Context: an optimization exercise on an open-source flow, tuned for small area, a short achievable clock period and few clock cycles per item. The choices shown serve that exercise and are no tape-out recipe.
No run shown here included a check of the RTL's function; only the layout flow was run.
Power figures rest on the tool's default switching activity, not on a simulated workload.

===== standard.sh =====
#!/bin/bash
# synth_recipe.tcl (not shown) runs the flow's synth.tcl, then flattens the netlist and writes it again
# the make line also repeats each setting of config.mk as NAME=value (left out here)
make -C /OpenROAD-flow-scripts/flow DESIGN_CONFIG=/design/flow/config.mk WORK_HOME=/design/flow/orfs CLKGATE_MAP_FILE= SYNTH_SCRIPT=/design/flow/synth_recipe.tcl "${@:-finish}"

===== constraint.sdc =====
create_clock -name core_clock -period 8.0 [get_ports {clk}]
set_input_delay 1.6000 -clock core_clock [delete_from_list [all_inputs] [get_ports {clk}]]
set_output_delay 1.6000 -clock core_clock [all_outputs]
set_load 0.01 [all_outputs]

===== config.mk =====
export PLATFORM = sky130hd
export DESIGN_NAME = gcode_block_parser_top
export DESIGN_NICKNAME = gcode_block_parser_top
export VERILOG_FILES = /design/flow/design.v
export SDC_FILE = /design/flow/constraint.sdc
export NUM_CORES = 4
export LEC_CHECK = 0
export ABC_AREA = 1
export CAP_MARGIN = 20
export CORE_MARGIN = 2
export CORE_UTILIZATION = 40
export CTS_BUF_LIST = sky130_fd_sc_hd__clkbuf_16
export CTS_CLUSTER_DIAMETER = 120
export CTS_CLUSTER_SIZE = 20
export SETUP_SLACK_MARGIN = 4.7
export SLEW_MARGIN = 20

===== flow/run.sh =====
#!/bin/bash
set -euo pipefail
bash standard.sh "BUFFER_PORTS_ARGS=-buffer_cell sky130_fd_sc_hd__buf_1" finish > flow_make.log 2>&1

===== design.v =====
package gbp_pkg;
	localparam logic [7:0] TERM_RESET = 8'd13;
	localparam logic [7:0] CH_SPACE = 8'h20;
	localparam logic [7:0] CH_MINUS = 8'h2D;
	localparam logic [7:0] CH_POINT = 8'h2E;
	localparam logic [7:0] CH_A = 8'h41;
	localparam logic [7:0] CH_F = 8'h46;
	localparam logic [7:0] CH_G = 8'h47;
	localparam logic [7:0] CH_L = 8'h4C;
	localparam logic [7:0] CH_M = 8'h4D;
	localparam logic [7:0] CH_N = 8'h4E;
	localparam logic [7:0] CH_U = 8'h55;
	localparam logic [7:0] CH_V = 8'h56;
	localparam logic [7:0] CH_W = 8'h57;
	typedef logic [3:0] kind_t;
	localparam kind_t K_NONE = 4'd0;
	localparam kind_t K_N    = 4'd1;
	localparam kind_t K_G    = 4'd2;
	localparam kind_t K_M    = 4'd3;
	localparam kind_t K_F    = 4'd4;
	localparam kind_t K_L    = 4'd5;
	localparam kind_t K_W    = 4'd6;
	localparam kind_t K_U    = 4'd7;
	localparam kind_t K_V    = 4'd8;
	localparam kind_t K_A    = 4'd9;
	function automatic kind_t kind_of(input logic [7:0] c);
		kind_t k;
		case (c)
			CH_N: k = K_N;
			CH_G: k = K_G;
			CH_M: k = K_M;
			CH_F: k = K_F;
			CH_L: k = K_L;
			CH_W: k = K_W;
			CH_U: k = K_U;
			CH_V: k = K_V;
			CH_A: k = K_A;
			default: k = K_NONE;
		endcase
		kind_of = k;
	endfunction
	typedef logic [3:0] cls_t;
	localparam cls_t C_OTHER = 4'd0;
	localparam cls_t C_DIGIT = 4'd10;
	localparam cls_t C_SPACE = 4'd11;
	localparam cls_t C_MINUS = 4'd12;
	localparam cls_t C_POINT = 4'd13;
	function automatic cls_t cls_of(input logic [7:0] c);
		cls_t k;
		k = kind_of(c);
		if ((c[7:4] == 4'h3) && (c[3:0] <= 4'd9)) k = C_DIGIT;
		else if (c == CH_SPACE) k = C_SPACE;
		else if (c == CH_MINUS) k = C_MINUS;
		else if (c == CH_POINT) k = C_POINT;
		cls_of = k;
	endfunction
endpackage
module gcode_block_parser_top #(
	parameter int AXIS_WORD_CHARS = 15,
	parameter int INT_WORD_DIGITS = 4
) (
	input  logic        clk,
	input  logic        arst_n,
	input  logic        cfg_we,
	input  logic [7:0]  cfg_wdata,
	input  logic        char_valid,
	input  logic [7:0]  char_in,
	output logic        char_ready,
	output logic        block_valid,
	input  logic        block_ready,
	output logic [13:0] block_number,
	output logic [1:0]  code_letter,
	output logic [6:0]  code_number,
	output logic [13:0] feed_value,
	output logic [13:0] repeat_count,
	output logic [31:0] x_milli,
	output logic [31:0] y_milli,
	output logic [31:0] z_milli,
	output logic [31:0] a_milli
);
	localparam int MAX_LIM = (AXIS_WORD_CHARS > INT_WORD_DIGITS) ? AXIS_WORD_CHARS
		: INT_WORD_DIGITS;
	localparam int CNT_W = $clog2(MAX_LIM + 1);
	localparam logic [CNT_W-1:0] LIM_AXIS = CNT_W'(AXIS_WORD_CHARS);
	localparam logic [CNT_W-1:0] LIM_INT = CNT_W'(INT_WORD_DIGITS);
	localparam logic [CNT_W-1:0] LIM_CODE = CNT_W'(2);
	localparam bit INT_SAT = (INT_WORD_DIGITS > 4);
	localparam int AW = 33;
	logic [7:0]       term_q;
	logic             cv_q;       
	gbp_pkg::cls_t    cls_q;      
	logic             ct_q;       
	logic [14:0]      wt_q;       
	logic             bv_q;       
	logic             first_q;    
	logic             cr_q;       
	logic             tk_q;       
	gbp_pkg::kind_t            kind_q;
	logic             pw_q;       
	logic [CNT_W-1:0] cnt_q;
	logic             neg_q, pt_q, st_q, en_q, ovf_q;
	logic [1:0]       fd_q;
	logic             mul10_q;    
	logic             frac_q;     
	logic             mul10b_q;   
	logic             fracb_q;
	logic [1:0]       wsel_q;     
	logic [AW-1:0]    acc_q;
	logic [13:0]      f_n, f_feed, f_rep;
	logic [1:0]       f_cl;
	logic [6:0]       f_cn;
	logic [31:0]      f_x, f_y, f_z, f_a;
	assign char_ready   = cr_q;
	assign block_valid  = bv_q;
	assign block_number = f_n;
	assign code_letter  = f_cl;
	assign code_number  = f_cn;
	assign feed_value   = f_feed;
	assign repeat_count = f_rep;
	assign x_milli      = f_x;
	assign y_milli      = f_y;
	assign z_milli      = f_z;
	assign a_milli      = f_a;
	function automatic logic [AW-1:0] add_sk(input logic [AW-1:0] a, input logic [AW-1:0] b,
		input logic kill);
		logic [AW-1:0] g, p, x;
		int j;
		x = a ^ b;
		g = a & b;
		p = x;
		for (int l = 0; (1 << l) < AW; l++) begin
			for (int i = 0; i < AW; i++) begin
				if (((i >> l) & 1) == 1) begin
					j = ((i >> l) << l) - 1;
					g[i] = g[i] | (p[i] & g[j]);
					p[i] = p[i] & p[j];
				end
			end
		end
		add_sk = (x & {AW{!kill}}) ^ ({g[AW-2:0], 1'b0} & {AW{!kill}});
	endfunction
	logic take, stall, proc;
	logic cv_d, ct_d;
	assign take  = char_valid && cr_q;
	assign stall = cv_q && bv_q && (!first_q || ct_q);
	assign proc  = cv_q && !stall;
	assign cv_d  = stall ? cv_q : take;
	assign ct_d  = stall ? ct_q : (char_in == term_q);
	gbp_pkg::kind_t kc;
	logic       digit, is_sp, is_minus, is_point, is_n, is_l, is_f;
	logic       k_int, k_nl, k_fl, k_axis, early;
	logic [CNT_W-1:0] limit, cnt_inc;
	assign kc       = (cls_q <= 4'd9) ? cls_q : gbp_pkg::K_NONE;    
	assign digit    = (cls_q == gbp_pkg::C_DIGIT);
	assign is_sp    = (cls_q == gbp_pkg::C_SPACE);
	assign is_minus = (cls_q == gbp_pkg::C_MINUS);
	assign is_point = (cls_q == gbp_pkg::C_POINT);
	assign is_n     = (cls_q == gbp_pkg::K_N);
	assign is_l     = (cls_q == gbp_pkg::K_L);
	assign is_f     = (cls_q == gbp_pkg::K_F);
	assign k_nl     = (kind_q == gbp_pkg::K_N) || (kind_q == gbp_pkg::K_G) || (kind_q == gbp_pkg::K_M);
	assign k_fl     = (kind_q == gbp_pkg::K_F) || (kind_q == gbp_pkg::K_L);
	assign k_int    = k_nl || k_fl;
	assign k_axis   = (kind_q == gbp_pkg::K_W) || (kind_q == gbp_pkg::K_U) || (kind_q == gbp_pkg::K_V) || (kind_q == gbp_pkg::K_A);
	assign cnt_inc  = cnt_q + CNT_W'(1);
	always_comb begin
		case (kind_q)
			gbp_pkg::K_F: early = is_sp || is_n || is_l;
			gbp_pkg::K_L: early = is_sp || is_n || is_f;
			gbp_pkg::K_W, gbp_pkg::K_U, gbp_pkg::K_V, gbp_pkg::K_A: early = is_sp || is_n;
			default: early = 1'b0;
		endcase
	end
	always_comb begin
		case (kind_q)
			gbp_pkg::K_G, gbp_pkg::K_M: limit = LIM_CODE;
			gbp_pkg::K_W, gbp_pkg::K_U, gbp_pkg::K_V, gbp_pkg::K_A: limit = LIM_AXIS;
			default: limit = LIM_INT;
		endcase
	end
	logic word_open, absorb, open_new, wr;
	assign word_open = (kind_q != gbp_pkg::K_NONE) && !pw_q;
	assign absorb    = proc && !ct_q && word_open && !early;
	assign open_new  = proc && !ct_q && !(word_open && !early);
	assign wr        = pw_q || (proc && (kind_q != gbp_pkg::K_NONE) && (ct_q || early));
	logic add;
	logic n_neg, n_pt, n_st, n_en;
	logic [1:0] n_fd;
	always_comb begin
		add = 1'b0;
		n_neg = neg_q;
		n_pt = pt_q;
		n_st = st_q;
		n_en = en_q;
		n_fd = fd_q;
		if (k_nl) begin
			if (!en_q && !(is_sp && !st_q)) begin
				if (digit) begin
					n_st = 1'b1;
					add = 1'b1;
				end else begin
					n_en = 1'b1;
				end
			end
		end else if (k_fl) begin
			add = digit;
		end else begin
			if (!en_q) begin
				if (is_minus) begin
					if (st_q) n_en = 1'b1;
					else begin
						n_st = 1'b1;
						n_neg = 1'b1;
					end
				end else if (is_point) begin
					if (pt_q) n_en = 1'b1;
					else begin
						n_pt = 1'b1;
						n_st = 1'b1;
					end
				end else if (digit) begin
					n_st = 1'b1;
					if (!pt_q) add = 1'b1;
					else if (fd_q != 2'd3) begin
						add = 1'b1;
						n_fd = fd_q + 2'd1;
					end
				end
			end
		end
	end
	logic       mul10;
	logic       o_axis;
	logic [1:0] n_wsel, wsel_d;
	logic       neg_d;
	assign mul10 = mul10_q;
	assign o_axis = (kc == gbp_pkg::K_W) || (kc == gbp_pkg::K_U) || (kc == gbp_pkg::K_V)
		|| (kc == gbp_pkg::K_A);
	assign n_wsel = !k_axis ? 2'd3 : (!n_pt ? 2'd0 : n_fd + 2'd1);
	assign wsel_d = absorb ? n_wsel : (open_new ? (o_axis ? 2'd0 : 2'd3) : wsel_q);
	assign neg_d  = absorb ? n_neg : (open_new ? 1'b0 : neg_q);
	logic [13:0] bw;
	always_comb begin
		bw = 14'd0;
		case ({wsel_d, char_in[3:0]})
			{2'd0, 4'd1}: bw = 14'd1000;
			{2'd0, 4'd2}: bw = 14'd2000;
			{2'd0, 4'd3}: bw = 14'd3000;
			{2'd0, 4'd4}: bw = 14'd4000;
			{2'd0, 4'd5}: bw = 14'd5000;
			{2'd0, 4'd6}: bw = 14'd6000;
			{2'd0, 4'd7}: bw = 14'd7000;
			{2'd0, 4'd8}: bw = 14'd8000;
			{2'd0, 4'd9}: bw = 14'd9000;
			{2'd1, 4'd1}: bw = 14'd100;
			{2'd1, 4'd2}: bw = 14'd200;
			{2'd1, 4'd3}: bw = 14'd300;
			{2'd1, 4'd4}: bw = 14'd400;
			{2'd1, 4'd5}: bw = 14'd500;
			{2'd1, 4'd6}: bw = 14'd600;
			{2'd1, 4'd7}: bw = 14'd700;
			{2'd1, 4'd8}: bw = 14'd800;
			{2'd1, 4'd9}: bw = 14'd900;
			{2'd2, 4'd1}: bw = 14'd10;
			{2'd2, 4'd2}: bw = 14'd20;
			{2'd2, 4'd3}: bw = 14'd30;
			{2'd2, 4'd4}: bw = 14'd40;
			{2'd2, 4'd5}: bw = 14'd50;
			{2'd2, 4'd6}: bw = 14'd60;
			{2'd2, 4'd7}: bw = 14'd70;
			{2'd2, 4'd8}: bw = 14'd80;
			{2'd2, 4'd9}: bw = 14'd90;
			{2'd3, 4'd0}: bw = 14'd0;
			{2'd3, 4'd1}: bw = 14'd1;
			{2'd3, 4'd2}: bw = 14'd2;
			{2'd3, 4'd3}: bw = 14'd3;
			{2'd3, 4'd4}: bw = 14'd4;
			{2'd3, 4'd5}: bw = 14'd5;
			{2'd3, 4'd6}: bw = 14'd6;
			{2'd3, 4'd7}: bw = 14'd7;
			{2'd3, 4'd8}: bw = 14'd8;
			{2'd3, 4'd9}: bw = 14'd9;
			default: bw = 14'd0;
		endcase
	end
	logic [AW-1:0] op1, op2, op3, csa_s, csa_c, acc_sum;
	logic          acc_oor;
	localparam int HB = AW / 2;
	assign op1[HB-1:0]  = mul10_q ? {acc_q[HB-4:0], 3'b000} : '0;
	assign op1[AW-1:HB] = mul10b_q ? acc_q[AW-4:HB-3] : '0;
	assign op2[HB-1:0]  = !frac_q ? {acc_q[HB-2:0], 1'b0} : acc_q[HB-1:0];
	assign op2[AW-1:HB] = !fracb_q ? acc_q[AW-2:HB-1] : acc_q[AW-1:HB];
	assign op3 = {{(AW-15){wt_q[14]}}, wt_q};
	assign csa_s = op1 ^ op2 ^ op3;
	assign csa_c = (op1 & op2) | (op1 & op3) | (op2 & op3);
	assign acc_sum = add_sk(csa_s, {csa_c[AW-2:0], wt_q[14]}, !absorb);
	assign acc_oor  = (acc_q[AW-1] != acc_q[31]);
	logic          acc_big;
	assign acc_big  = !frac_q && (acc_q[30:28] != {3{acc_q[31]}});
	logic        sat;
	logic [31:0] axis_val;
	logic [13:0] int_val;
	assign sat      = ovf_q || acc_oor;
	assign axis_val = sat ? {neg_q, {31{!neg_q}}} : acc_q[31:0];
	assign int_val  = (INT_SAT && (sat || (acc_q[31:0] > 32'd16383))) ? 14'd16383 : acc_q[13:0];
	logic emit, bv_d, first_d;
	assign emit    = proc && ct_q;
	assign bv_d    = emit || (bv_q && !block_ready);
	assign first_d = emit;
	always_ff @(posedge clk or negedge arst_n) begin
		if (!arst_n) begin
			term_q <= gbp_pkg::TERM_RESET;
			cv_q <= 1'b0;
			bv_q <= 1'b0;
			cr_q <= 1'b1;
			tk_q <= 1'b1;
			kind_q <= gbp_pkg::K_NONE;
			pw_q <= 1'b0;
		end else begin
			if (cfg_we) term_q <= cfg_wdata;
			cv_q <= cv_d;
			bv_q <= bv_d;
			cr_q <= !(bv_d && (!first_d || (cv_d && ct_d)));
			tk_q <= bv_q && block_ready;
			if (absorb) begin
				pw_q <= (cnt_inc >= limit);
			end else if (open_new) begin
				kind_q <= kc;
				pw_q <= 1'b0;
			end else if (emit || pw_q) begin
				kind_q <= gbp_pkg::K_NONE;
				pw_q <= 1'b0;
			end
		end
	end
	always_ff @(posedge clk) begin
		if (!stall) begin
			cls_q <= gbp_pkg::cls_of(char_in);
			wt_q <= {neg_d, bw ^ {14{neg_d}}};
		end
		ct_q <= ct_d;
		first_q <= first_d;
		if (absorb) begin
			cnt_q <= cnt_inc;
			neg_q <= n_neg;
			pt_q <= n_pt;
			st_q <= n_st;
			en_q <= n_en;
			fd_q <= n_fd;
			wsel_q <= wsel_d;
			if (add) begin
				ovf_q <= ovf_q || acc_oor || acc_big;
			end
		end else if (open_new) begin
			cnt_q <= '0;
			neg_q <= 1'b0;
			pt_q <= 1'b0;
			st_q <= 1'b0;
			en_q <= 1'b0;
			fd_q <= 2'd0;
			wsel_q <= wsel_d;
			ovf_q <= 1'b0;
		end
		if ((absorb && add) || open_new) acc_q <= acc_sum;
		mul10_q  <= (absorb && !(k_axis && n_pt)) || open_new || (!absorb && !open_new && mul10_q);
		frac_q   <= (absorb && k_axis && n_pt) || (!absorb && !open_new && frac_q);
		mul10b_q <= (absorb && !n_pt) || open_new || (!absorb && !open_new && mul10b_q);
		fracb_q  <= (absorb && n_pt && !k_int) || (!absorb && !open_new && fracb_q);
	end
	logic w_n, w_c, w_f, w_l, w_x, w_y, w_z, w_a;
	logic h_n, h_c, h_f, h_l, h_x, h_y, h_z, h_a;
	assign w_n = wr && (kind_q == gbp_pkg::K_N);
	assign w_c = wr && (kind_q == gbp_pkg::K_G || kind_q == gbp_pkg::K_M);
	assign w_f = wr && (kind_q == gbp_pkg::K_F);
	assign w_l = wr && (kind_q == gbp_pkg::K_L);
	assign w_x = wr && (kind_q == gbp_pkg::K_W);
	assign w_y = wr && (kind_q == gbp_pkg::K_U);
	assign w_z = wr && (kind_q == gbp_pkg::K_V);
	assign w_a = wr && (kind_q == gbp_pkg::K_A);
	assign h_n = !w_n && !tk_q;
	assign h_c = !w_c && !tk_q;
	assign h_f = !w_f && !tk_q;
	assign h_l = !w_l && !tk_q;
	assign h_x = !w_x && !tk_q;
	assign h_y = !w_y && !tk_q;
	assign h_z = !w_z && !tk_q;
	assign h_a = !w_a && !tk_q;
	logic [1:0] cl_val;
	assign cl_val = (kind_q == gbp_pkg::K_G) ? 2'd1 : 2'd2;
	always_ff @(posedge clk) begin
		f_n    <= ({14{w_n}} & int_val) | ({14{h_n}} & f_n);
		f_cl   <= ({2{w_c}} & cl_val) | ({2{h_c}} & f_cl);
		f_cn   <= ({7{w_c}} & int_val[6:0]) | ({7{h_c}} & f_cn);
		f_feed <= ({14{w_f}} & int_val) | ({14{h_f}} & f_feed);
		f_rep  <= ({14{w_l}} & int_val) | ({14{h_l}} & f_rep) | {13'd0, tk_q && !w_l};
		f_x    <= ({32{w_x}} & axis_val) | ({32{h_x}} & f_x);
		f_y    <= ({32{w_y}} & axis_val) | ({32{h_y}} & f_y);
		f_z    <= ({32{w_z}} & axis_val) | ({32{h_z}} & f_z);
		f_a    <= ({32{w_a}} & axis_val) | ({32{h_a}} & f_a);
	end
endmodule

==> results of run 1 <==
-- metal layers --
layer  part of all wire  global-route usage
met1               0.48               0.298
met2               0.44               0.324
met3              0.066              0.0300
met4              0.017              0.0435
met5                  0                   0
-- worst max-delay path: cells and delay by family, from the launching register on --
| family | cells | cell delay [ps] |
|---|---|---|
| DFF | 1 | 370 |
| adders and majority gates | 2 | 820 |
| AOI/OAI and AO/OA | 4 | 700 |
| buffers and inverters | 2 | 220 |
| and+or+nand+nor | 7 | 700 |
-- power by group --
part / total (uW) / internal (uW) / switching [uW]
registers: 1620 / 1530 / 88.5
logic: 1110 / 353 / 758
clock network: 859 / 390 / 469
total: 3580 / 2270 / 1320
-- layout make-up --
class / count / area, um2
Inverter: 273 / 1040
Tap cell: 455 / 569
Clock inverter: 9 / 43.8
Clock buffer: 17 / 425
Sequential cell: 267 / 6090
Multi-Input combinational cell: 1129 / 6480
Timing Repair Buffer: 217 / 900
Fill cell: 3458 / 18800
-- repair_timing --
action,CTS,global route
hold buffers,0,0
gates resized for setup,9,26
setup endpoints to repair,29,52
buffers inserted,4,8
pin swaps,0,0
cloned,0,0
-- state kept, by name, summed over array words and instances, names as in the netlist, 2 cells and up --
name    flops
wt_q       15
kind_q      4
f_z        32
term_q      8
cls_q       4
f_cl        2
f_feed     14
f_n        14
cnt_q       4
f_x        32
fd_q        2
f_a        32
f_rep      14
f_y        32
acc_q      33
wsel_q      2
f_cn        7
-- cell usage in the layout (no fill, tap or decap), types with 3 or more instances in the layout --
cell / Yosys / routed
nand2_1: 308 / 304
inv_1: 262 / 259
nand3_1: 218 / 217
buf_1: 1 / 200
o21ai_0: 198 / 197
dfxtp_1: 186 / 183
o21ai_1: 82 / 83
edfxtp_1: 64 / 64
nor2_1: 63 / 61
ha_1: 47 / 47
a21oi_1: 40 / 32
nand4_1: 31 / 31
fa_1: 29 / 29
nor3_1: 19 / 18
clkbuf_16: 0 / 17
inv_2: 10 / 15
buf_4: 5 / 13
dfrtp_1: 12 / 12
nand2_4: 8 / 10
nand2_2: 7 / 9
xor2_1: 8 / 8
a21oi_2: 0 / 8
nand3_2: 7 / 7
o22ai_1: 6 / 6
o21bai_1: 6 / 5
a21o_1: 5 / 5
nand3b_1: 5 / 5
dfstp_2: 5 / 5
nor2_2: 2 / 4
xnor2_1: 4 / 4
o21a_1: 4 / 4
a31oi_1: 4 / 4
nor2_4: 3 / 3
o211ai_1: 3 / 3
clkinvlp_4: 0 / 3
-- worst max path at each step --
stage	start	endpoint	slack [ps]	cells after the start
2_1_floorplan	wt_q[14]	acc_q[25]	4770	14
3_3_place_gp	frac_q	acc_q[18]	4020	14
3_5_place_dp	frac_q	acc_q[18]	4040	14
4_1_cts	mul10b_q	acc_q[31]	4700	14
5_1_grt	fracb_q	acc_q[25]	4690	15
6_report	fracb_q	acc_q[31]	4890	15
-- cells by family after synthesis --
group,Yosys count
AO/OA/AOI/OAI,359
XOR/XNOR,12
adder cells (fa/ha/maj),76
buffers and inverters,353
flip-flops,267
multiplexers,2
AND/OR/NAND/NOR,680
-- per-stage QoR --
stage,total power [uW],hold WS (ps),utilization
after floorplan,2390,468,-
after global placement,2690,443,0.432
after detailed placement,2710,447,0.432
after CTS,3570,460,0.448
after global routing,3830,477,0.452
final,3580,458,0.452
==> summary.txt, run 1 <==
Nets: 2002
Yosys cell types: 55
Status: no timing/DRC/antenna violations
Rows: 68
Area grow syn2layout: 11.8%
Multiplexer area fraction after synthesis: 0.00162
HPWL Detailed: 27.3 mm
Slowest-stage cell, CP: fa_1
Global route overflow: 0
DP Area: 0.0149 mm2
Initial DRT Pass Iterations: 6
Complex-gate fraction of the synthesized area: 0.137
Final Skew: 24.3 ps
Fin. Hold Viols: 0
R2R Path Start: fracb_q
Mapped Cells: 1749
Largest area contributor in the netlist: dfxtp_1
Hold_sp: f_z[24]
Fin area: 0.0155 mm2
Layout cell share with drive strength beyond 1: 0.0622
Synth Flop Type: dfxtp_1
Top-count cell post-synth: nand2_1
Worst VDD drop: 131 uV
Die X: 190 um
Fin crit share: 0.389
RSZ-0062 raised after global routing: yes
DRC viols: 0
Antenna violations before repair: 0
R2r worst-path depth: 15
Worst setup SP type: flip-flop
Adder-cell share of the synthesized area: 0.0841
Min Tclk post-route: 3110 ps
Ant. Diodes: 0
Die footprint: 0.0363 mm2
Non-filler cells, final: 2367
Final Setup Violations: 0
Critical Path AT: 3360 ps
Pre-CTS setup slack: 4040 ps
Clock sinks: 267
Via/cell ratio: 5.15
Pwr per Cell Area: 231 mW/mm2
Xor and xnor area share after synthesis: 0.00756
Flop2flop setup slack: 4890 ps
DR WL/cell: 16.0 um
Placed instance count: 2328
Number of I/O pins: 202
Post-synth net total: 1846
Num CTS Buffers: 17
Post-route ant nets: 0
Worst-case clock buffer depth: 3
Critical path cell sequence: buf_12, o21ai_0, fa_1, inv_1, ha_1, nand2_1, nand2_1, a21oi_2, o21bai_2, nand2_1, nand3_4, a21oi_1, nand2_1, nand3b_1, nand2_1
Rel. slew slack: 0.375
Asr flop ratio synth: 0.0637
Max Slew Vio Count: 0
YS warnings: 1
Tightest Pin Transition: 934 ps
Routability cong.: 0.896
CP max stage delay: 510 ps
Post-synth top area share: 0.268
Top post-synthesis cells by count: 308 x nand2_1, 262 x inv_1, 218 x nand3_1
Number of global-route vias before repair: 11200
Core ar.: 0.0344 mm2
Clock Latency Late Sink: 510 ps
Via count: 12200
Die Span Y: 190 um
Port bufs: 201
Part of the Yosys area used for sequential elements: 0.437
CP Class: flip-flop to flip-flop
Pin count of the biggest net entering global routing: 79
Synth Area in Simple Gates: 0.231
Initial core utilization: 0.404
Global-route wire length before repair: 60.1 mm
Avg Cell Area, Syn: 7.95 um2
Synthesized flop and latch total: 267
Max FO, Critical Path: 35
Final WL: 37.9 mm
Largest family of logic cells by synthesized area: simple AND/OR/NAND/NOR gates
Root Buffer: clkbuf_16
Setup ws final: 4890 ps
DRT iter0 DRCs: 951
Hold Crit Endpoint: f_z[24]
Synth Cell Area: 0.0139 mm2
Most Frequent Cell on Critical Path: nand2_1
Pleak: 0.00692 uW
Worst Hold Class: flip-flop to flip-flop
Max Cap Violations: 0
Reg clk slew, reported paths: 100 ps
GRT Util Overall: 0.205
Hold Path Stages: 2
TritonCTS clock tree: built
Setup_tns: 0 ps
Area contributors post-synth: dfxtp_1 27%, edfxtp_1 14%, nand2_1 8.3%, nand3_1 7.8%, o21ai_0 7.1%
Worst Setup End Kind: flip-flop
Number of synthesized flops with an enable pin: 64
Worst r2r dst: acc_q[31]
H-tree lvl count: 1
CP Data Required Time: 8250 ps
Maximum clock rate: 321 MHz
==> run 2, diff against run 1 <==
--- a/config.mk
+++ b/config.mk
@@ -14,3 +14,3 @@
 export CTS_CLUSTER_SIZE = 20
-export SETUP_SLACK_MARGIN = 4.7
+export SETUP_SLACK_MARGIN = 4.85
 export SLEW_MARGIN = 20
==> run 2 against run 1 <==
Still clean. Clock power about the same. Area after synthesis unchanged. Flip-flop and latch count is the same. Register-to-register slack gained 40 ps. Sequential power hardly changed. Via count is 0.60% higher. Count of clock-buffer cells in the layout unchanged. Routed wire length grew 0.22%. Maximum frequency increased by 1.4%. Utilization rose by 0.44 points. Critical path depth fell by 1. Critical path type unchanged. Largest cell class unchanged.
==> summary.txt, run 2 <==
Status: no timing/DRC/antenna violations
Avg Cell Area, Syn: 7.95 um2
Synthesized flop and latch total: 267
Rows: 68
Top-count cell post-synth: nand2_1
Worst-case clock buffer depth: 3
Slowest-stage cell, CP: dfxtp_2
Setup_tns: 0 ps
Non-filler cells, final: 2374
Layout cell share with drive strength beyond 1: 0.0730
Rel. slew slack: 0.367
Min Tclk post-route: 3070 ps
Global-route wire length before repair: 60.0 mm
Synth Flop Type: dfxtp_1
Via/cell ratio: 5.16
Final Skew: 22.4 ps
GRT Util Overall: 0.205
Fin crit share: 0.383
Die Span Y: 190 um
Worst Setup End Kind: flip-flop
Initial DRT Pass Iterations: 5
Switch share: 0.371
Mapped Cells: 1749
Pwr per Cell Area: 232 mW/mm2
DRC viols: 0
CP max stage delay: 590 ps
Worst VDD drop: 147 uV
Hold Path Stages: 2
Hold-fix buffers, CTS: 0
CP Data Required Time: 8260 ps
YS warnings: 1
Clock sinks: 267
Die X: 190 um
Area contributors post-synth: dfxtp_1 27%, edfxtp_1 14%, nand2_1 8.3%, nand3_1 7.8%, o21ai_0 7.1%
Fin. Hold Viols: 0
Maximum clock rate: 326 MHz
Number of global-route vias before repair: 11100
Critical Path AT: 3320 ps
Sequential fraction of design power: 0.445
Port bufs: 201
Root Buffer: clkbuf_16
Hold_ws: 462 ps
Number of I/O pins: 202
RSZ-0062 raised after global routing: yes
Final Setup Violations: 0
Hold_sp: f_z[5]
H-tree lvl count: 1
CP Class: flip-flop to flip-flop
Max Cap Violations: 0
Pre-CTS setup slack: 3960 ps
Most Frequent Cell on Critical Path: nand2_1
Logic pwr share: 0.319
Synth Cell Area: 0.0139 mm2
Worst setup SP type: flip-flop
TritonCTS clock tree: built
Core ar.: 0.0344 mm2
Antenna violations before repair: 0
Initial core utilization: 0.404
Number of synthesized flops with an enable pin: 64
Sequential cell area: 0.00608 mm2
CP Launch Point: mul10b_q
Most common cell after layout, fill and taps aside: nand2_1
Leading cell types in the layout, fill and taps excluded: 302 x nand2_1, 258 x inv_1, 216 x nand3_1
Nets: 2008
Multi-input logic area: 0.00657 mm2
Clock share of power: 0.237
Yosys cell types: 55
Crit path depth: 14
Pin count of the biggest net entering global routing: 84
Area grow syn2layout: 12.9%
Largest area contributor in the netlist: dfxtp_1
Asr flop ratio synth: 0.0637
Final WL: 37.9 mm
Power Total: 3640 uW
Part of the Yosys area used for sequential elements: 0.437
Top post-synthesis cells by count: 308 x nand2_1, 262 x inv_1, 218 x nand3_1
Max Slew Vio Count: 0
Post-synth top area share: 0.268
Tightest Pin Transition: 946 ps
Crit path max-delay family: simple AND/OR/NAND/NOR gates
Placed instance count: 2327
R2r worst-path depth: 14
Worst Hold Class: flip-flop to flip-flop
Max FO, Critical Path: 18
Pleak: 0.00698 uW
Biggest register: acc_q
Critical path cell sequence: nand2_1, fa_1, inv_1, ha_4, nand2_1, nand2_1, a21oi_2, o21bai_2, nand2_2, nand3_2, a21oi_2, nand2_1, nand3b_1, nand2_1
Die footprint: 0.0363 mm2
Global route overflow: 0
Post-synth net total: 1846
Setup ws final: 4930 ps
Largest register FFs: 33
Reg clk slew, reported paths: 90 ps
DRT iter0 DRCs: 970
Switching Power: 1350 uW
Ant. Diodes: 0
Fillers: 3457
HPWL Detailed: 27.1 mm
Clock Latency Late Sink: 500 ps
Pint: 2290 uW
Worst path bufs/invs: 1
R2R Path Start: mul10b_q
Via count: 12300
Routability cong.: 0.887
Num CTS Buffers: 17
Post-route ant nets: 0
DR WL/cell: 16.0 um
[run 2: per-layer routing]
metal | global-route usage | routed length [um]
met4 | 0.0480 | 705
met3 | 0.0283 | 2410
met1 | 0.301 | 18300
met2 | 0.318 | 16500
met5 | 0 | 0
[run 2: power groups by stage]
stage / Combinational, uW / Clock (uW) / Sequential, uW
floorplan: 753 / 0 / 1650
global placement: 1070 / 0 / 1640
detailed placement: 1090 / 0 / 1640
CTS: 1100 / 883 / 1610
global route: 1320 / 936 / 1630
finish: 1160 / 861 / 1620
[run 2: cell families (layout without fill, tap and decap cells)]
family | Yosys count | after routing | synth area share
DFF | 267 | 267 | 0.437
muxes | 2 | 2 | 0.00162
xor gates and xnor gates | 12 | 12 | 0.00756
and+or+nand+nor | 680 | 683 | 0.231
buffers and inverters | 353 | 520 | 0.102
adders and majority gates | 76 | 76 | 0.0841
AOI/OAI and AO/OA | 359 | 359 | 0.137
[run 2: what timing repair did]
action                     CTS  global route
buffers inserted             5            11
gates cloned                 0             3
gates resized for setup     13            32
pin swaps                    0             6
setup endpoints to repair   37           195
[run 2: cell type report]
| type | count | share of cell area |
|---|---|---|
| timing repair buffer | 220 | 0.0603 |
| clock buffer | 17 | 0.0271 |
| sequential | 267 | 0.388 |
| clock inverter | 10 | 0.00319 |
| inverter | 273 | 0.0667 |
| multi-input combinational | 1132 | 0.419 |
| tap | 455 | 0.0363 |
[run 2: worst paths after layout]
check	end	slack, ps
max in group asynchronous	tk_q	6530
max	acc_q[32]	4930
min	f_z[5]	460
min reg2reg	f_z[5]	460
min in group asynchronous	term_q[7]	950
max reg2reg	acc_q[32]	4930
[run 2: stage by stage]
stage,area (um2),util
2_1_floorplan,14000,-
3_3_place_gp,14900,0.434
3_5_place_dp,14900,0.434
4_1_cts,15500,0.450
5_1_grt,15700,0.457
6_report,15700,0.457
[run 2: worst min-delay path, cell delays in order (launching register included)]
cell and delay, ps:
dfxtp_1 320, inv_1 50, o21ai_1 60
==> run 3, diff against run 2 <==
--- a/design.v
+++ b/design.v
@@ -101,3 +101,2 @@
 	logic             neg_q, pt_q, st_q, en_q, ovf_q;
-	logic [1:0]       fd_q;
 	logic             mul10_q;    
@@ -187,3 +186,3 @@
 	logic n_neg, n_pt, n_st, n_en;
-	logic [1:0] n_fd;
+	logic [1:0] n_ws;     
 	always_comb begin
@@ -194,3 +193,3 @@
 		n_en = en_q;
-		n_fd = fd_q;
+		n_ws = wsel_q;
 		if (k_nl) begin
@@ -219,2 +218,3 @@
 						n_st = 1'b1;
+						n_ws = 2'd1;
 					end
@@ -223,5 +223,5 @@
 					if (!pt_q) add = 1'b1;
-					else if (fd_q != 2'd3) begin
+					else if (wsel_q != 2'd0) begin
 						add = 1'b1;
-						n_fd = fd_q + 2'd1;
+						n_ws = wsel_q + 2'd1;
 					end
@@ -238,47 +238,28 @@
 		|| (kc == gbp_pkg::K_A);
-	assign n_wsel = !k_axis ? 2'd3 : (!n_pt ? 2'd0 : n_fd + 2'd1);
+	assign n_wsel = n_ws;
 	assign wsel_d = absorb ? n_wsel : (open_new ? (o_axis ? 2'd0 : 2'd3) : wsel_q);
 	assign neg_d  = absorb ? n_neg : (open_new ? 1'b0 : neg_q);
-	logic [13:0] bw;
+	logic [3:0]  dv;
+	logic [13:0] bw1000, bw;
+	logic [9:0]  bw100;
+	logic [6:0]  bw10;
+	assign dv = char_in[3:0];
 	always_comb begin
-		bw = 14'd0;
-		case ({wsel_d, char_in[3:0]})
-			{2'd0, 4'd1}: bw = 14'd1000;
-			{2'd0, 4'd2}: bw = 14'd2000;
-			{2'd0, 4'd3}: bw = 14'd3000;
-			{2'd0, 4'd4}: bw = 14'd4000;
-			{2'd0, 4'd5}: bw = 14'd5000;
-			{2'd0, 4'd6}: bw = 14'd6000;
-			{2'd0, 4'd7}: bw = 14'd7000;
-			{2'd0, 4'd8}: bw = 14'd8000;
-			{2'd0, 4'd9}: bw = 14'd9000;
-			{2'd1, 4'd1}: bw = 14'd100;
-			{2'd1, 4'd2}: bw = 14'd200;
-			{2'd1, 4'd3}: bw = 14'd300;
-			{2'd1, 4'd4}: bw = 14'd400;
-			{2'd1, 4'd5}: bw = 14'd500;
-			{2'd1, 4'd6}: bw = 14'd600;
-			{2'd1, 4'd7}: bw = 14'd700;
-			{2'd1, 4'd8}: bw = 14'd800;
-			{2'd1, 4'd9}: bw = 14'd900;
-			{2'd2, 4'd1}: bw = 14'd10;
-			{2'd2, 4'd2}: bw = 14'd20;
-			{2'd2, 4'd3}: bw = 14'd30;
-			{2'd2, 4'd4}: bw = 14'd40;
-			{2'd2, 4'd5}: bw = 14'd50;
-			{2'd2, 4'd6}: bw = 14'd60;
-			{2'd2, 4'd7}: bw = 14'd70;
-			{2'd2, 4'd8}: bw = 14'd80;
-			{2'd2, 4'd9}: bw = 14'd90;
-			{2'd3, 4'd0}: bw = 14'd0;
-			{2'd3, 4'd1}: bw = 14'd1;
-			{2'd3, 4'd2}: bw = 14'd2;
-			{2'd3, 4'd3}: bw = 14'd3;
-			{2'd3, 4'd4}: bw = 14'd4;
-			{2'd3, 4'd5}: bw = 14'd5;
-			{2'd3, 4'd6}: bw = 14'd6;
-			{2'd3, 4'd7}: bw = 14'd7;
-			{2'd3, 4'd8}: bw = 14'd8;
-			{2'd3, 4'd9}: bw = 14'd9;
-			default: bw = 14'd0;
+		case (dv)
+			4'd1: begin bw1000 = 14'd1000; bw100 = 10'd100; bw10 = 7'd10; end
+			4'd2: begin bw1000 = 14'd2000; bw100 = 10'd200; bw10 = 7'd20; end
+			4'd3: begin bw1000 = 14'd3000; bw100 = 10'd300; bw10 = 7'd30; end
+			4'd4: begin bw1000 = 14'd4000; bw100 = 10'd400; bw10 = 7'd40; end
+			4'd5: begin bw1000 = 14'd5000; bw100 = 10'd500; bw10 = 7'd50; end
+			4'd6: begin bw1000 = 14'd6000; bw100 = 10'd600; bw10 = 7'd60; end
+			4'd7: begin bw1000 = 14'd7000; bw100 = 10'd700; bw10 = 7'd70; end
+			4'd8: begin bw1000 = 14'd8000; bw100 = 10'd800; bw10 = 7'd80; end
+			4'd9: begin bw1000 = 14'd9000; bw100 = 10'd900; bw10 = 7'd90; end
+			default: begin bw1000 = 14'd0; bw100 = 10'd0; bw10 = 7'd0; end
+		endcase
+		case (wsel_d)
+			2'd0: bw = bw1000;
+			2'd1: bw = {4'd0, bw100};
+			2'd2: bw = {7'd0, bw10};
+			default: bw = {10'd0, dv};
 		endcase
@@ -348,3 +329,6 @@
 			en_q <= n_en;
-			fd_q <= n_fd;
+			mul10_q <= !(k_axis && n_pt);
+			frac_q <= k_axis && n_pt;
+			mul10b_q <= !n_pt;
+			fracb_q <= n_pt && !k_int;
 			wsel_q <= wsel_d;
@@ -359,3 +343,6 @@
 			en_q <= 1'b0;
-			fd_q <= 2'd0;
+			mul10_q <= 1'b1;
+			frac_q <= 1'b0;
+			mul10b_q <= 1'b1;
+			fracb_q <= 1'b0;
 			wsel_q <= wsel_d;
@@ -364,6 +351,2 @@
 		if ((absorb && add) || open_new) acc_q <= acc_sum;
-		mul10_q  <= (absorb && !(k_axis && n_pt)) || open_new || (!absorb && !open_new && mul10_q);
-		frac_q   <= (absorb && k_axis && n_pt) || (!absorb && !open_new && frac_q);
-		mul10b_q <= (absorb && !n_pt) || open_new || (!absorb && !open_new && mul10b_q);
-		fracb_q  <= (absorb && n_pt && !k_int) || (!absorb && !open_new && fracb_q);
 	end
--- a/config.mk
+++ b/config.mk
@@ -14,3 +14,3 @@
 export CTS_CLUSTER_SIZE = 20
-export SETUP_SLACK_MARGIN = 4.85
+export SETUP_SLACK_MARGIN = 4.7
 export SLEW_MARGIN = 20
==> run 3 against run 2 <==
Sequential power is 3% lower. Largest power group unchanged. Critical path depth is 3 higher. Flip-flop and latch count is 2 lower.
==> summary.txt, run 3 <==
Maximum clock rate: 310 MHz
Switch share: 0.358
Die footprint: 0.0350 mm2
Via count: 11900
Setup_tns: 0 ps
DRC viols: 0
Final Skew: 26.5 ps
YS warnings: 1
Top-count cell post-synth: nand2_1
Max Slew Vio Count: 0
Max FO, Critical Path: 11
Pint: 2290 uW
Power Total: 3560 uW
R2r worst-path depth: 17
RSZ-0062 raised after global routing: yes
Pre-CTS setup slack: 3920 ps
Port bufs: 201
Part of the Yosys area used for sequential elements: 0.452
Clock sinks: 265
Max Cap Violations: 0
Status: no timing/DRC/antenna violations
Synthesized flop and latch total: 265
Logic pwr share: 0.321
Number of synthesized flops with an enable pin: 66
Mapped Cells: 1650
Synth Cell Area: 0.0134 mm2
Pleak: 0.00667 uW
Num CTS Buffers: 17
Adder-cell share of the synthesized area: 0.0882
Global-route wire length before repair: 59.4 mm
Die X: 187 um
GRT Util Overall: 0.207
H-tree lvl count: 1
Largest register FFs: 33
CP Data Required Time: 8260 ps
Yosys cell types: 48
CP Class: flip-flop to flip-flop
Area grow syn2layout: 16.2%
Initial core utilization: 0.403
Multiplexer area fraction after synthesis: 0.00336
Worst Setup End Kind: flip-flop
Asr flop ratio synth: 0.0642
Antenna violations before repair: 0
Biggest register: acc_q
Nets: 1941
Clock Latency Late Sink: 520 ps
Fin crit share: 0.404
Leading cell types in the layout, fill and taps excluded: 250 x nand2_1, 218 x nand3_1, 212 x inv_1
Post-synth net total: 1748
Sequential fraction of design power: 0.440
Final Setup Violations: 0
Min Tclk post-route: 3230 ps
Area contributors post-synth: dfxtp_1 27%, edfxtp_1 15%, nand3_1 8.3%, o21ai_0 7.4%, nand2_1 7.2%
Fin area: 0.0156 mm2
Tightest Pin Transition: 1050 ps
Xor and xnor area share after synthesis: 0.0105
Global route overflow: 0
Worst-case clock buffer depth: 3
Hold Path Stages: 2
Worst Hold Class: flip-flop to flip-flop
Post-route ant nets: 0
Most common cell after layout, fill and taps aside: nand2_1
Initial DRT Pass Iterations: 6
Worst VDD drop: 136 uV
Critical Path AT: 3490 ps
DR WL/cell: 16.2 um
Pin count of the biggest net entering global routing: 102
Core ar.: 0.0333 mm2
Fin util: 0.468
Final WL: 37.3 mm
Ant. Diodes: 0
DRT iter0 DRCs: 957
DP Area: 0.0145 mm2
Via/cell ratio: 5.18
Hold-fix buffers, CTS: 0
HPWL Detailed: 25.8 mm
Synth Flop Type: dfxtp_1
Clock share of power: 0.240
Complex-gate fraction of the synthesized area: 0.142
Top post-synthesis cells by count: 257 x nand2_1, 223 x nand3_1, 212 x inv_1
Largest area contributor in the netlist: dfxtp_1
Avg Cell Area, Syn: 8.12 um2
Rel. slew slack: 0.298
Pwr per Cell Area: 229 mW/mm2
Worst setup SP type: flip-flop
Switching Power: 1280 uW
Reg clk slew, reported paths: 90 ps
Post-synth top area share: 0.272
Number of I/O pins: 202
Die Span Y: 187 um
Routability cong.: 0.897
Largest family of logic cells by synthesized area: simple AND/OR/NAND/NOR gates
Synth Area in Simple Gates: 0.219
Fin. Hold Viols: 0
Setup ws final: 4770 ps
Layout cell share with drive strength beyond 1: 0.0833
Number of global-route vias before repair: 10700
TritonCTS clock tree: built
Rows: 67
Root Buffer: clkbuf_16
## run 3: worst paths after layout
kind	startpoint	endpoint	slack, ps
min reg2reg	f_a[20]	f_a[20]	480
min	f_a[20]	f_a[20]	480
max in group asynchronous	arst_n	kind_q[0]	6230
min in group asynchronous	arst_n	pw_q	1200
max	frac_q	acc_q[27]	4770
max reg2reg	frac_q	acc_q[27]	4770
## run 3: worst max-delay path, cell delays in order, from the launching register on
cell      delay, ps
edfxtp_1        410
buf_4           200
buf_4           150
o21ai_2         140
fa_1            460
ha_4            250
a21oi_1         160
inv_1            70
a21oi_1         170
nor2_1           70
a211oi_2        190
buf_4           160
o21ai_4          90
buf_12          150
nand3_1          70
nand2_1          60
nand3b_1         90
nand2_1          60
## run 3: logic make-up (layout without fill, tap and decap cells)
group	Yosys count	after routing
mux	4	4
fa+ha+maj	77	77
compound gates	361	362
flops	265	265
xor+xnor	16	16
buf+inv	297	495
simple gates	630	630
## run 3: cell type report
type,instances,area [um2]
fillers,3328,17700
multi-input cells,1089,6440
flip-flops and latches,265,6060
repair buffers,249,1200
inverters,221,850
well taps,448,561
clock buffers,17,425
clock inverters,8,40.0
## run 3: what timing repair did
item / 4_1_cts / 5_1_grt
pin swaps: 3 / 14
setup buffers: 18 / 26
hold endpoints to repair: 0 / 0
resized for setup: 10 / 46
endpoints found under the setup margin: 46 / 76
gates cloned: 1 / 0
## run 3: power groups by stage
stage / sequential [uW] / clock, uW / combinational [uW]
floorplan: 1600 / 0 / 683
global placement: 1600 / 0 / 949
detailed placement: 1600 / 0 / 967
CTS: 1560 / 875 / 1040
global route: 1580 / 924 / 1290
finish: 1570 / 853 / 1140
## run 3: metal layers
metal  track usage  wire, um
met3        0.0293      2540
met2         0.324     16400
met5             0         0
met1         0.305     17600
met4        0.0446       833
## run 3: stage by stage
stage,instances,hold WS [ps]
6_report,2297,480
3_5_place_dp,2227,469
4_1_cts,2271,482
3_3_place_gp,2227,465
2_1_floorplan,1650,468
5_1_grt,2297,496
==> run 4, diff against run 3 <==
--- a/config.mk
+++ b/config.mk
@@ -14,3 +14,3 @@
 export CTS_CLUSTER_SIZE = 20
-export SETUP_SLACK_MARGIN = 4.7
+export SETUP_SLACK_MARGIN = 4.9
 export SLEW_MARGIN = 20
==> run 4 against run 3 <==
Cell area increased by 2.4%. Still clean on timing, DRC and antenna. Hold slack improved by 1.5 ps. Largest cell class unchanged. Largest power group unchanged. Clock skew hardly changed.
==> summary.txt, run 4 <==
Post-route ant nets: 0
GRT Util Overall: 0.205
CP Class: flip-flop to flip-flop
DP Area: 0.0145 mm2
DR WL/cell: 16.8 um
Die footprint: 0.0350 mm2
Critical Path AT: 3540 ps
Top post-synthesis cells by count: 257 x nand2_1, 223 x nand3_1, 212 x inv_1
Yosys cell types: 48
Min Tclk post-route: 3290 ps
Hold_ws: 481 ps
Clock Latency Late Sink: 510 ps
Worst Hold Class: flip-flop to flip-flop
Biggest register: acc_q
Synthesized flop and latch total: 265
Largest area contributor in the netlist: dfxtp_1
Die Span Y: 187 um
Num CTS Buffers: 17
Slowest-stage cell, CP: edfxtp_1
Number of synthesized flops with an enable pin: 66
Fin crit share: 0.411
Rows: 67
RSZ-0062 raised after global routing: yes
Pleak: 0.00677 uW
Hold-fix buffers, CTS: 0
Mapped Cells: 1650
YS warnings: 1
Ant. Diodes: 0
Max Cap Violations: 0
Fin area: 0.0159 mm2
Routability cong.: 0.862
Fin. Hold Viols: 0
Pwr per Cell Area: 232 mW/mm2
Reg clk slew, reported paths: 90 ps
Via/cell ratio: 5.24
HPWL Detailed: 25.9 mm
Final Setup Violations: 0
Most common cell after layout, fill and taps aside: nand2_1
DRT iter0 DRCs: 947
DRC viols: 0
Power Total: 3700 uW
Post-synth net total: 1748
Number of global-route vias before repair: 10800
Initial DRT Pass Iterations: 5
Worst Setup End Kind: flip-flop
Worst-case clock buffer depth: 3
Max Slew Vio Count: 0
Global-route wire length before repair: 58.6 mm
Area contributors post-synth: dfxtp_1 27%, edfxtp_1 15%, nand3_1 8.3%, o21ai_0 7.4%, nand2_1 7.2%
TritonCTS clock tree: built
Post-synth top area share: 0.272
Rel. slew slack: 0.283
Final WL: 38.6 mm
Antenna violations before repair: 0
Nets: 1938
Maximum clock rate: 304 MHz
Largest register FFs: 33
CP Data Required Time: 8260 ps
Asr flop ratio synth: 0.0642
H-tree lvl count: 1
Leading cell types in the layout, fill and taps excluded: 228 x nand2_1, 209 x nand3_1, 207 x inv_1
Worst VDD drop: 126 uV
Worst setup SP type: flip-flop
Via count: 12000
Flop2flop setup slack: 4710 ps
Max FO, Critical Path: 8
Status: no timing/DRC/antenna violations
Die X: 187 um
Initial core utilization: 0.403
Pin count of the biggest net entering global routing: 100
Synth Cell Area: 0.0134 mm2
CP max stage delay: 570 ps
Most Frequent Cell on Critical Path: nand2_1
Avg Cell Area, Syn: 8.12 um2
Clock sinks: 265
Setup_tns: 0 ps
Top-count cell post-synth: nand2_1
Core ar.: 0.0333 mm2
Final Skew: 26.7 ps
Part of the Yosys area used for sequential elements: 0.452
Synth Flop Type: dfxtp_1
Area grow syn2layout: 19.0%
Global route overflow: 0
Number of I/O pins: 202
Critical path cell sequence: buf_6, nand2_1, o21ai_2, fa_1, inv_1, ha_4, nand2_1, nor2_4, nand2_2, o21ai_4, buf_12, nand3_2, nand2_2, nand2_1, nand2_1, nor2_1
Root Buffer: clkbuf_16
Tightest Pin Transition: 1080 ps
Port bufs: 201
Layout cell share with drive strength beyond 1: 0.119
## run 4: cell counts after synthesis
Identical to the previous run, type by type.
## run 4: cell families (layout without fill, tap and decap cells)
group / Yosys count / after routing / synth area share
xor gates and xnor gates: 16 / 16 / 0.0105
DFF: 265 / 265 / 0.452
and+or+nand+nor: 630 / 631 / 0.219
muxes: 4 / 4 / 0.00336
buffers and inverters: 297 / 492 / 0.0857
AOI/OAI and AO/OA: 361 / 361 / 0.142
adders and majority gates: 77 / 77 / 0.0882
## run 4: final timing paths
| path | from | endpoint | cells after the start |
|---|---|---|---|
| setup / recovery | frac_q | acc_q[32] | 16 |
| min in group asynchronous | arst_n | pw_q | 1 |
| max in group asynchronous | arst_n | term_q[0] | 1 |
| hold reg to reg | f_y[24] | f_y[24] | 2 |
| hold / removal | f_y[24] | f_y[24] | 2 |
| setup reg to reg | frac_q | acc_q[32] | 16 |
## run 4: metrics by stage
stage	std cells	util	setup slack [ps]
2_1_floorplan	1650	-	4480
4_1_cts	2275	0.458	4870
5_1_grt	2294	0.479	4570
3_3_place_gp	2227	0.435	3970
3_5_place_dp	2227	0.435	3930
6_report	2294	0.479	4710
## run 4: critical path: cells and delay by family (launching register included)
| family | cells | cell delay [ps] |
|---|---|---|
| buf+inv | 3 | 490 |
| simple gates | 9 | 720 |
| flops | 1 | 570 |
| compound gates | 2 | 460 |
| fa+ha+maj | 2 | 800 |
## run 4: metal layers
layer  global-route usage  routed length, um  vias to the layer above
li1                     -                  -                     5902
met1                0.298              17700                     5652
met3               0.0306               2780                       42
met2                0.326              17400                      416
met4               0.0379                632                        0
met5                    0                  0                        -
## run 4: area by class of cell
type / instances / area [um2]
well taps: 448 / 561
fillers: 3306 / 17300
flip-flops and latches: 265 / 6060
repair buffers: 246 / 1220
clock inverters: 8 / 42.5
inverters: 221 / 847
clock buffers: 17 / 425
multi-input cells: 1089 / 6800
## run 4: power by group
part	switching [uW]	total [uW]	internal, uW
Combinational	800	1270	468
Clock	469	859	390
Sequential	76.9	1570	1490
Total	1350	3700	2350
## run 4: timing repair
action,in CTS,in global routing
pin swaps,6,37
endpoints found under the hold margin,0,0
buffers inserted,23,14
gates resized for setup,22,132
gates cloned,0,4
setup endpoints to repair,81,68
==> run 5, diff against run 4 <==
--- a/config.mk
+++ b/config.mk
@@ -14,3 +14,3 @@
 export CTS_CLUSTER_SIZE = 20
-export SETUP_SLACK_MARGIN = 4.9
+export SETUP_SLACK_MARGIN = 4.8
 export SLEW_MARGIN = 20
==> run 5 against run 4 <==
First-iteration DRC count fell by 12%. Largest cell class unchanged. Worst setup slack gained 120 ps. Critical path type unchanged. Highest routed layer unchanged. Non-clock buffer count is 5 higher.
==> summary.txt, run 5 <==
Switching Power: 1340 uW
Pleak: 0.00675 uW
Slowest-stage cell, CP: edfxtp_1
Complex-gate fraction of the synthesized area: 0.142
Worst Hold Class: flip-flop to flip-flop
Max Cap Violations: 0
Top post-synthesis cells by count: 257 x nand2_1, 223 x nand3_1, 212 x inv_1
HPWL Detailed: 26.0 mm
Num CTS Buffers: 17
RSZ-0062 raised after global routing: yes
Post-route ant nets: 0
Worst setup SP type: flip-flop
Pwr per Cell Area: 233 mW/mm2
Critical Path AT: 3440 ps
Synthesized flop and latch total: 265
Avg Cell Area, Syn: 8.12 um2
DRT iter0 DRCs: 834
Hold_sp: f_y[2]
Antenna violations before repair: 0
Flop2flop setup slack: 4830 ps
Sequential fraction of design power: 0.425
Number of global-route vias before repair: 10800
GRT Util Overall: 0.209
CP max stage delay: 530 ps
Global-route wire length before repair: 59.9 mm
Hold_ws: 481 ps
Synth Area in Simple Gates: 0.219
Final Setup Violations: 0
Most common cell after layout, fill and taps aside: nand2_1
Hold Path Stages: 2
Die Span Y: 187 um
Fin util: 0.475
Max Slew Vio Count: 0
Leading cell types in the layout, fill and taps excluded: 237 x nand2_1, 216 x nand3_1, 206 x inv_1
Fin area: 0.0158 mm2
Port bufs: 201
Ant. Diodes: 0
DRC viols: 0
Worst-case clock buffer depth: 3
Rel. slew slack: 0.294
Crit path max-delay family: adder cells
Multiplexer area fraction after synthesis: 0.00336
Synth Cell Area: 0.0134 mm2
Xor and xnor area share after synthesis: 0.0105
Initial DRT Pass Iterations: 6
Status: no timing/DRC/antenna violations
Critical path cell sequence: buf_6, buf_4, o21ai_2, fa_1, inv_2, ha_4, nand2_2, inv_2, nand2_4, nor2_4, nand2_4, buf_4, o21ai_4, nand3_2, nand4_1, nand2_1
Tightest Pin Transition: 1060 ps
R2r worst-path depth: 16
Adder-cell share of the synthesized area: 0.0882
Hold-fix buffers, CTS: 0
Area grow syn2layout: 18.1%
Largest area contributor in the netlist: dfxtp_1
Fin. Hold Viols: 0
Largest register FFs: 33
Root Buffer: clkbuf_16
Top-count cell post-synth: nand2_1
Pre-CTS setup slack: 3900 ps
Initial core utilization: 0.403
CP Data Required Time: 8280 ps
Worst r2r dst: acc_q[27]
DR WL/cell: 16.6 um
Hold Crit Endpoint: f_y[2]
Setup_tns: 0 ps
Via count: 12000
Asr flop ratio synth: 0.0642
Die footprint: 0.0350 mm2
CP Class: flip-flop to flip-flop
Post-synth top area share: 0.272
Area contributors post-synth: dfxtp_1 27%, edfxtp_1 15%, nand3_1 8.3%, o21ai_0 7.4%, nand2_1 7.2%
Final WL: 38.3 mm
Die X: 187 um
Pin count of the biggest net entering global routing: 106
Min Tclk post-route: 3170 ps
Core ar.: 0.0333 mm2
Reg clk slew, reported paths: 100 ps
Logic pwr share: 0.342
Synth Flop Type: dfxtp_1
Nets: 1944
Routability cong.: 0.880
Setup ws final: 4830 ps
Yosys cell types: 48
Post-synth net total: 1748
Max FO, Critical Path: 8
Mapped Cells: 1650
Largest family of logic cells by synthesized area: simple AND/OR/NAND/NOR gates
Biggest register: acc_q
DP Area: 0.0145 mm2
Worst Setup End Kind: flip-flop
Number of synthesized flops with an enable pin: 66
Worst VDD drop: 148 uV
Clock sinks: 265
TritonCTS clock tree: built
H-tree lvl count: 1
Pint: 2350 uW
Fin crit share: 0.396
Switch share: 0.363
Clock share of power: 0.233
Worst path bufs/invs: 5
Clock Latency Late Sink: 510 ps
Layout cell share with drive strength beyond 1: 0.111
Global route overflow: 0
Rows: 67
R2R Path Start: frac_q
Number of I/O pins: 202
Maximum clock rate: 316 MHz
Via/cell ratio: 5.20
YS warnings: 1
Part of the Yosys area used for sequential elements: 0.452
Final Skew: 22.6 ps
-- run 5: cell count changes in the layout (fill, tap and decap cells not counted), sizes merged --
cell / delta
nand4: -1
clkinvlp: -1
clkbuf: -1
clkinv: -2
o21ai: +1
nor2: +1
buf: +6
inv: +3
-- run 5: metal layers --
metal | up-vias | global-route usage | share of wire
met1 | 5554 | 0.305 | 0.46
met3 | 59 | 0.0313 | 0.071
li1 | 5915 | - | -
met2 | 423 | 0.324 | 0.44
met5 | - | 0 | 0
met4 | 0 | 0.0540 | 0.025
-- run 5: timing repair --
| item | in CTS | in global routing |
|---|---|---|
| gates resized for setup | 11 | 112 |
| buffers inserted | 19 | 23 |
| endpoints found under the setup margin | 76 | 73 |
| gates cloned | 1 | 3 |
| pin swaps | 3 | 43 |
-- run 5: how the worst max path moves through the flow --
stage	startpoint	cells after the start	endpoint
after detailed placement	wt_q[14]	17	acc_q[32]
after global placement	wt_q[14]	17	acc_q[32]
after global routing	kind_q[1]	12	f_x[31]
final	frac_q	16	acc_q[27]
after floorplan	wt_q[14]	17	acc_q[29]
after CTS	frac_q	17	acc_q[27]
-- run 5: cells by family after synthesis --
logic type / after synthesis
simple gates: 630
flops: 265
xor+xnor: 16
buf+inv: 297
fa+ha+maj: 77
compound gates: 361
mux: 4
-- run 5: cell type report --
type | count | area (um2)
timing repair buffer | 251 | 1220
tap | 448 | 561
multi-input combinational | 1090 | 6670
inverter | 221 | 840
clock buffer | 17 | 425
fill | 3276 | 17500
clock inverter | 8 | 42.5
sequential | 265 | 6060
-- run 5: worst reg2reg max path, delay by kind of cell (launching register included) --
| kind | cells | cell delay, ps |
|---|---|---|
| AOI/OAI and AO/OA | 2 | 390 |
| buffers and inverters | 5 | 610 |
| DFF | 1 | 530 |
| adders and majority gates | 2 | 760 |
| and+or+nand+nor | 7 | 630 |
-- run 5: through the flow --
| step | total power, uW | cells |
|---|---|---|
| floorplan | 2280 | 1650 |
| global placement | 2540 | 2227 |
| detailed placement | 2570 | 2227 |
| CTS | 3460 | 2272 |
| global route | 3920 | 2300 |
| finish | 3690 | 2300 |
-- run 5: power by group through the flow --
| stage | Clock [uW] | Combinational (uW) | Sequential [uW] |
|---|---|---|---|
| final | 858 | 1260 | 1570 |
| after global routing | 927 | 1410 | 1580 |
| after CTS | 879 | 1020 | 1560 |
| after detailed placement | 0 | 967 | 1600 |
| after global placement | 0 | 947 | 1600 |
| after floorplan | 0 | 684 | 1600 |
==> run 6, diff against run 5 <==
--- a/design.v
+++ b/design.v
@@ -92,3 +92,3 @@
 	logic             ct_q;       
-	logic [14:0]      wt_q;       
+	logic [13:0]      wt_q;       
 	logic             bv_q;       
@@ -101,2 +101,3 @@
 	logic             neg_q, pt_q, st_q, en_q, ovf_q;
+	logic [1:0]       fd_q;
 	logic             mul10_q;    
@@ -186,3 +187,3 @@
 	logic n_neg, n_pt, n_st, n_en;
-	logic [1:0] n_ws;     
+	logic [1:0] n_fd;
 	always_comb begin
@@ -193,3 +194,3 @@
 		n_en = en_q;
-		n_ws = wsel_q;
+		n_fd = fd_q;
 		if (k_nl) begin
@@ -218,3 +219,2 @@
 						n_st = 1'b1;
-						n_ws = 2'd1;
 					end
@@ -223,5 +223,5 @@
 					if (!pt_q) add = 1'b1;
-					else if (wsel_q != 2'd0) begin
+					else if (fd_q != 2'd3) begin
 						add = 1'b1;
-						n_ws = wsel_q + 2'd1;
+						n_fd = fd_q + 2'd1;
 					end
@@ -231,3 +231,2 @@
 	end
-	logic       mul10;
 	logic       o_axis;
@@ -235,6 +234,5 @@
 	logic       neg_d;
-	assign mul10 = mul10_q;
 	assign o_axis = (kc == gbp_pkg::K_W) || (kc == gbp_pkg::K_U) || (kc == gbp_pkg::K_V)
 		|| (kc == gbp_pkg::K_A);
-	assign n_wsel = n_ws;
+	assign n_wsel = !k_axis ? 2'd3 : (!n_pt ? 2'd0 : n_fd + 2'd1);
 	assign wsel_d = absorb ? n_wsel : (open_new ? (o_axis ? 2'd0 : 2'd3) : wsel_q);
@@ -273,6 +271,6 @@
 	assign op2[AW-1:HB] = !fracb_q ? acc_q[AW-2:HB-1] : acc_q[AW-1:HB];
-	assign op3 = {{(AW-15){wt_q[14]}}, wt_q};
+	assign op3 = {{(AW-14){neg_q}}, wt_q};
 	assign csa_s = op1 ^ op2 ^ op3;
 	assign csa_c = (op1 & op2) | (op1 & op3) | (op2 & op3);
-	assign acc_sum = add_sk(csa_s, {csa_c[AW-2:0], wt_q[14]}, !absorb);
+	assign acc_sum = add_sk(csa_s, {csa_c[AW-2:0], neg_q}, !absorb);
 	assign acc_oor  = (acc_q[AW-1] != acc_q[31]);
@@ -319,3 +317,3 @@
 			cls_q <= gbp_pkg::cls_of(char_in);
-			wt_q <= {neg_d, bw ^ {14{neg_d}}};
+			wt_q <= bw ^ {14{neg_d}};
 		end
@@ -329,2 +327,3 @@
 			en_q <= n_en;
+			fd_q <= n_fd;
 			mul10_q <= !(k_axis && n_pt);
@@ -343,2 +342,3 @@
 			en_q <= 1'b0;
+			fd_q <= 2'd0;
 			mul10_q <= 1'b1;
--- a/config.mk
+++ b/config.mk
@@ -14,3 +14,3 @@
 export CTS_CLUSTER_SIZE = 20
-export SETUP_SLACK_MARGIN = 4.8
+export SETUP_SLACK_MARGIN = 4.7
 export SLEW_MARGIN = 20
==> run 6 against run 5 <==
Worst setup slack got worse by 21 ps. Total power decreased by 5.7%. Sequential power about the same.
==> summary.txt, run 6 <==
Antenna violations before repair: 1
Setup ws final: 4810 ps
Pleak: 0.00676 uW
Die Span Y: 188 um
Setup_tns: 0 ps
Root Buffer: clkbuf_16
Pin count of the biggest net entering global routing: 91
Most common cell after layout, fill and taps aside: o21ai_0
Maximum clock rate: 314 MHz
Number of global-route vias before repair: 10800
Synth Cell Area: 0.0135 mm2
Final Setup Violations: 0
H-tree lvl count: 1
Top post-synthesis cells by count: 269 x o21ai_0, 250 x nand2_1, 214 x inv_1
HPWL Detailed: 26.9 mm
Via/cell ratio: 5.24
Hold_ws: 464 ps
GRT Util Overall: 0.209
RSZ-0062 raised after global routing: yes
Leading cell types in the layout, fill and taps excluded: 258 x o21ai_0, 244 x nand2_1, 210 x inv_1, 210 x nand3_1, 201 x buf_1
Synthesized flop and latch total: 266
Hold_sp: f_cn[3]
TritonCTS clock tree: built
Pwr per Cell Area: 222 mW/mm2
Slowest-stage cell, CP: fa_1
Routability cong.: 0.880
Fin crit share: 0.398
Area contributors post-synth: dfxtp_1 27%, edfxtp_1 15%, o21ai_0 10%, nand3_1 7.9%, nand2_1 7.0%
R2r worst-path depth: 15
Number of I/O pins: 202
Status: no timing/DRC/antenna violations
Worst r2r dst: acc_q[16]
Tightest Pin Transition: 1040 ps
Sequential cell area: 0.00609 mm2
Min Tclk post-route: 3190 ps
Part of the Yosys area used for sequential elements: 0.451
Post-synth net total: 1747
CP Class: flip-flop to flip-flop
Num CTS Buffers: 17
Yosys cell types: 54
Mapped Cells: 1651
Reg clk slew, reported paths: 100 ps
Fillers: 3350
Rows: 67
DRT iter0 DRCs: 990
Die footprint: 0.0352 mm2
Post-synth top area share: 0.270
Top-count cell post-synth: o21ai_0
DR WL/cell: 17.0 um
Max FO, Critical Path: 10
Worst-case clock buffer depth: 3
Avg Cell Area, Syn: 8.18 um2
Critical Path AT: 3450 ps
Nets: 1931
Port bufs: 201
Worst VDD drop: 138 uV
Rel. slew slack: 0.306
Pre-CTS setup slack: 3850 ps
Layout cell share with drive strength beyond 1: 0.0961
Via count: 12000
Biggest register: acc_q
Synth Flop Type: dfxtp_1
Clock sinks: 266
Fin util: 0.470
Fin. Hold Viols: 0
Critical path cell sequence: buf_4, o21ai_0, fa_1, inv_1, ha_4, a21oi_2, o21ai_2, inv_1, nor2_2, a211oi_4, buf_6, nand2_8, buf_4, o21ai_0, a21oi_1
Number of synthesized flops with an enable pin: 67
Worst Setup End Kind: flip-flop
YS warnings: 1
CP Data Required Time: 8260 ps
Clock Latency Late Sink: 520 ps
Worst setup SP type: flip-flop
Flop2flop setup slack: 4810 ps
Initial core utilization: 0.405
Largest register FFs: 33
Global-route wire length before repair: 60.3 mm
Final WL: 38.8 mm
CP Launch Point: frac_q
Asr flop ratio synth: 0.0639
Max Cap Violations: 0
Area grow syn2layout: 16.1%
Post-route ant nets: 0
Max Slew Vio Count: 0
Worst Setup EP: acc_q[16]
Die X: 188 um
CP max stage delay: 450 ps
Initial DRT Pass Iterations: 5
Largest area contributor in the netlist: dfxtp_1
Final Skew: 34.6 ps
Worst Hold Class: flip-flop to flip-flop
Ant. Diodes: 0
Core ar.: 0.0334 mm2
R2R Path Start: frac_q
DRC viols: 0
Multi-input logic area: 0.00661 mm2
Global route overflow: 0
==> run 6: changes by cell type in the layout (fill, tap and decap cells not counted), sizes merged, moves of 3 or more <==
cell	before	now
buf	248	236
nand3	228	217
xor2	9	18
nor2	94	87
a21oi	54	48
nand4	23	29
nor3	10	15
xnor2	7	2
nand2	267	271
nand3b	7	11
o21ai	276	273
o41ai	3	0
==> run 6: stage by stage <==
stage                     cells  total power (uW)  instance area (um2)
after floorplan            1651              2200                13500
after global placement     2230              2450                14500
after detailed placement   2230              2480                14500
after CTS                  2268              3350                15200
after global routing       2289              3680                15700
final                      2289              3480                15700
==> run 6: cell type report <==
cell class              instances  share of cell area
inverters                     222              0.0546
clock buffers                  17              0.0271
flip-flops and latches        266               0.388
well taps                     448              0.0358
multi-input cells            1091               0.422
clock inverters                 8             0.00271
repair buffers                237              0.0695
==> run 6: worst min-delay path by stage <==
stage / endpoint / cells past startpoint
2_1_floorplan: first_q / 2
3_3_place_gp: f_cn[5] / 2
3_5_place_dp: f_cn[3] / 2
4_1_cts: f_cn[3] / 2
5_1_grt: f_cn[2] / 2
6_report: f_cn[3] / 2
==> run 6: worst max-delay path, delay by kind of cell (launching register included) <==
| kind | cells | cell delay (ps) |
|---|---|---|
| simple gates | 2 | 120 |
| buf+inv | 5 | 700 |
| fa+ha+maj | 2 | 670 |
| flops | 1 | 440 |
| compound gates | 6 | 1010 |
==> run 6: where the power goes <==
group	total, uW	internal (uW)	switching, uW
clock network	863	391	472
logic	1050	349	698
registers	1570	1500	69.0
total	3480	2240	1240
==> run 6: cell families (layout without fill, tap and decap cells) <==
family	count (synthesis)	after routing	share of synthesized area
fa+ha+maj	75	75	0.0856
mux	6	6	0.00500
xor+xnor	20	20	0.0130
flops	266	266	0.451
compound gates	354	355	0.137
simple gates	634	635	0.222
buf+inv	296	484	0.0866
==> run 6: what timing repair did <==
| item | in CTS | in global routing |
|---|---|---|
| hold endpoints to repair | 0 | 0 |
| hold buffers | 0 | 0 |
| setup endpoints to repair | 68 | 42 |
| gates cloned | 0 | 3 |
| pin swaps | 0 | 9 |
| gates resized for setup | 18 | 72 |
| buffers inserted | 13 | 17 |
==> run 6: metal layers <==
metal,GRT usage,routed length (um)
met1,0.309,18500
met3,0.0253,2290
met2,0.330,17400
met5,0,0
met4,0.0400,674

-- afterwards: timing with drivers on the ports --
In the flow no input, the clock included, has a driving cell. The finished layouts below were timed again as built, in two steps.
Step 1 sets driving cells, clkbuf_16 on the clock port and buf_2 on the other inputs (assumed; they add their load-dependent delay and slew).
Step 2, shift: input delay + t, output delay - t, t = (earliest + latest rising clock arrival at the registers) / 2. This alone moves slack from input paths to output paths.
Three values: no drivers, after step 1, after step 2; two values: the first two.
run	t, ns	setup WS [ns]	worst register clock-pin slew, ns
run 1	0.546	4.889 / 4.889 / 4.490	0.10 / 0.10
run 2	0.546	4.933 / 4.933 / 4.516	0.10 / 0.10
run 3	0.552	4.771 / 4.771 / 4.305	0.09 / 0.09
run 4	0.547	4.710 / 4.710 / 4.565	0.10 / 0.10
run 5	0.553	4.833 / 4.833 / 4.527	0.10 / 0.10
run 6	0.548	4.812 / 4.812 / 4.468	0.10 / 0.10
After both steps setup and hold are still met in every run listed. For run 3, which loses most, drivers alone change the setup slack by 0.000 ns; drivers and shift together by -0.466 ns.
